Source: an optimization exercise on an open RTL-to-GDS flow (aim: small area, a short achievable clock period and few clock cycles per item). Production flows keep margins and buffers that such runs may drop.
In this exercise RTL edits were held to simulation tests only and were not proved equivalent to the original.
No activity file was given, so power comes from the tool's default toggle rates.

// sparse_conv_top
module sparse_conv_top #(
	parameter int MUL_TERMS = 3
) (
	input  logic             clk,
	input  logic             rst_n,
	input  logic             wb_cyc_i,
	input  logic             wb_stb_i,
	input  logic             wb_we_i,
	input  conv_pkg::waddr_t wb_adr_i,
	input  conv_pkg::word_t  wb_dat_i,
	output conv_pkg::word_t  wb_dat_o,
	output logic             wb_ack_o
);
==> flow/config.mk <==
export PLATFORM = sky130hd
export DESIGN_NAME = sparse_conv_top
export DESIGN_NICKNAME = sparse_conv_top
export VERILOG_FILES = /design/flow/design.v
export SDC_FILE = /design/flow/constraint.sdc
export NUM_CORES = 4
export LEC_CHECK = 0
export CAP_MARGIN = 5
export CELL_PAD_IN_SITES_DETAIL_PLACEMENT = 1
export CELL_PAD_IN_SITES_GLOBAL_PLACEMENT = 2
export CORE_MARGIN = 2
export CORE_UTILIZATION = 40
export CTS_CLUSTER_DIAMETER = 80
export CTS_CLUSTER_SIZE = 20
export GPL_TIMING_DRIVEN = 0
export PLACE_DENSITY = 0.55
export SLEW_MARGIN = 5
==> flow/constraint.sdc <==
create_clock -name core_clock -period 22.0 [get_ports {clk}]
set_input_delay 4.4000 -clock core_clock [delete_from_list [all_inputs] [get_ports {clk}]]
set_output_delay 4.4000 -clock core_clock [all_outputs]
set_load 0.01 [all_outputs]
standard.sh (not shown) runs the stock make flow with config.mk's settings and CLKGATE_MAP_FILE= SYNTH_SCRIPT=/design/flow/synth_recipe.tcl, a recipe that flattens the netlist after the stock synthesis.
==> flow/flow/run.sh <==
#!/bin/bash
# The standard layout (standard.sh: the standard flow's synthesis and ORFS flow), with
# repair_timing aiming for extra setup slack and free to resize cells across
# footprints, so the layout is optimised for a shorter achieved period. The
# clock period and the constraints are the design's.
set -euo pipefail
read -r -a EXTRA < flow/extra.txt
bash standard.sh "${EXTRA[@]}" finish > standard_flow.log 2>&1
==> flow/flow/extra.txt <==
SETUP_SLACK_MARGIN=16.5 MATCH_CELL_FOOTPRINT=0
The baseline passed the timing, DRC and antenna checks.
Testbench counts at the start, summed over its fixed seeds: cycles 18,588, items 384.
Next try:
GPL_TIMING_DRIVEN = default   (was 0)
Clock power is about the same.
Total power came out lower by 1.4%.
Utilization came out lower by 0.80 points.
Maximum frequency hardly moves.
Routed wire length shrinks by 6.1%.
Global-route usage fell by 1.3 points.
Worst setup slack gains 7.5 ps.
Final cell count goes down by 2.6%.
Sequential share of layout area came out higher by 0.89 points.
Worst hold slack is better by 5.9 ps.
Clock skew hardly moves.
Next try:
CELL_PAD_IN_SITES_DETAIL_PLACEMENT = 0   (was 1)
CELL_PAD_IN_SITES_GLOBAL_PLACEMENT = 0   (was 2)
After rerunning: Critical path depth is unchanged. Via count falls by 2.5%. Design area stays flat. Setup slack improves by 23 ps.

---

Another version of the RTL of sparse_conv_top (not shown whole).
Size: about 810 flip-flops, about 76 I/O pins.
==> flow/config.mk <==
export PLATFORM = sky130hd
export DESIGN_NAME = sparse_conv_top
export DESIGN_NICKNAME = sparse_conv_top
export VERILOG_FILES = /design/flow/design.v
export SDC_FILE = /design/flow/constraint.sdc
export NUM_CORES = 4
export LEC_CHECK = 0
export CAP_MARGIN = 20
export CELL_PAD_IN_SITES_DETAIL_PLACEMENT = 1
export CELL_PAD_IN_SITES_GLOBAL_PLACEMENT = 2
export CORE_MARGIN = 2
export CORE_UTILIZATION = 40
export PLACE_DENSITY = 0.55
export SLEW_MARGIN = 20
==> flow/constraint.sdc <==
create_clock -name core_clock -period 22.0 [get_ports {clk}]
set_input_delay 4.4000 -clock core_clock [delete_from_list [all_inputs] [get_ports {clk}]]
set_output_delay 4.4000 -clock core_clock [all_outputs]
set_load 0.01 [all_outputs]
Scripts as last shown in full above: flow/flow/run.sh, flow/flow/extra.txt
The first run completed with no timing, DRC or antenna violations.
Testbench counts at the start, summed over its fixed seeds: cycles 18,588, items 384.
Change:
- CTS_CLUSTER_DIAMETER: default -> 80
- CTS_CLUSTER_SIZE: default -> 20
Result:
- The changed run finished clean
- global-route usage shrinks by 0.26 points
- die area does not change
- hold slack gets better by 0.0092 ns
- utilization fell by 1.3 points
- routed wire length went down by 0.95%
- first-iteration DRC count went up by 1.9%
- critical path depth does not change
Change:
- CTS_CLUSTER_DIAMETER: 80 -> 90
- CTS_CLUSTER_SIZE: 20 -> 28
After rerunning:
- The changed run finished clean
- clock power shrinks by about 8%
- register-to-register slack is worse by 0.04 ns
- sequential share of layout area grows by 0.19 points
- total power shrinks by 1.9%
- first-iteration DRC count shrinks by 0.66%
- hold slack is worse by 0.0083 ns
- via count hardly moves
- area after synthesis stays the same
- global-route usage barely changes
- sequential cell count stays the same

==> static timing again, ports no longer ideal <==
No port has a modelled driver above. Below, the same layouts with a new extraction and two added sets of constraints.
Step 1 assumes that a clkbuf_16 drives the clock port and a buf_2 every other input.
Step 2 adds t to the input delays and takes it off the output delays; t is the mean of the earliest and latest rising clock arrival at the registers after step 1. Input paths then give back, and output paths get back, about the clock's delay inside the block.
Three values: no drivers, after step 1, after step 2; two values: the first two.
run	t, ns	slack for setup (ns)	worst setup path after step 2	latest minus earliest clock arrival (ns)	worst register clock-pin slew, ns
the first run of note 1	0.740	16.403 / 16.327 / 15.836	input to register	0.037 / 0.037	0.09 / 0.09
the second run of note 1	0.745	16.410 / 16.337 / 15.847	input to register	0.040 / 0.040	0.09 / 0.09
the third run of note 1	0.699	16.434 / 16.368 / 15.909	input to register	0.030 / 0.030	0.09 / 0.09
the first run of note 2	0.742	16.414 / 16.342 / 15.822	input to register	0.019 / 0.019	0.07 / 0.07
the second run of note 2	0.751	16.388 / 16.319 / 15.818	input to register	0.034 / 0.034	0.09 / 0.09
the third run of note 2	0.734	16.393 / 16.321 / 15.804	input to register	0.031 / 0.030	0.11 / 0.11
After both steps every run listed still meets setup and hold. The setup slack of the first run of note 2, which loses most, moves by -0.072 ns with the drivers and by -0.592 ns with both steps.
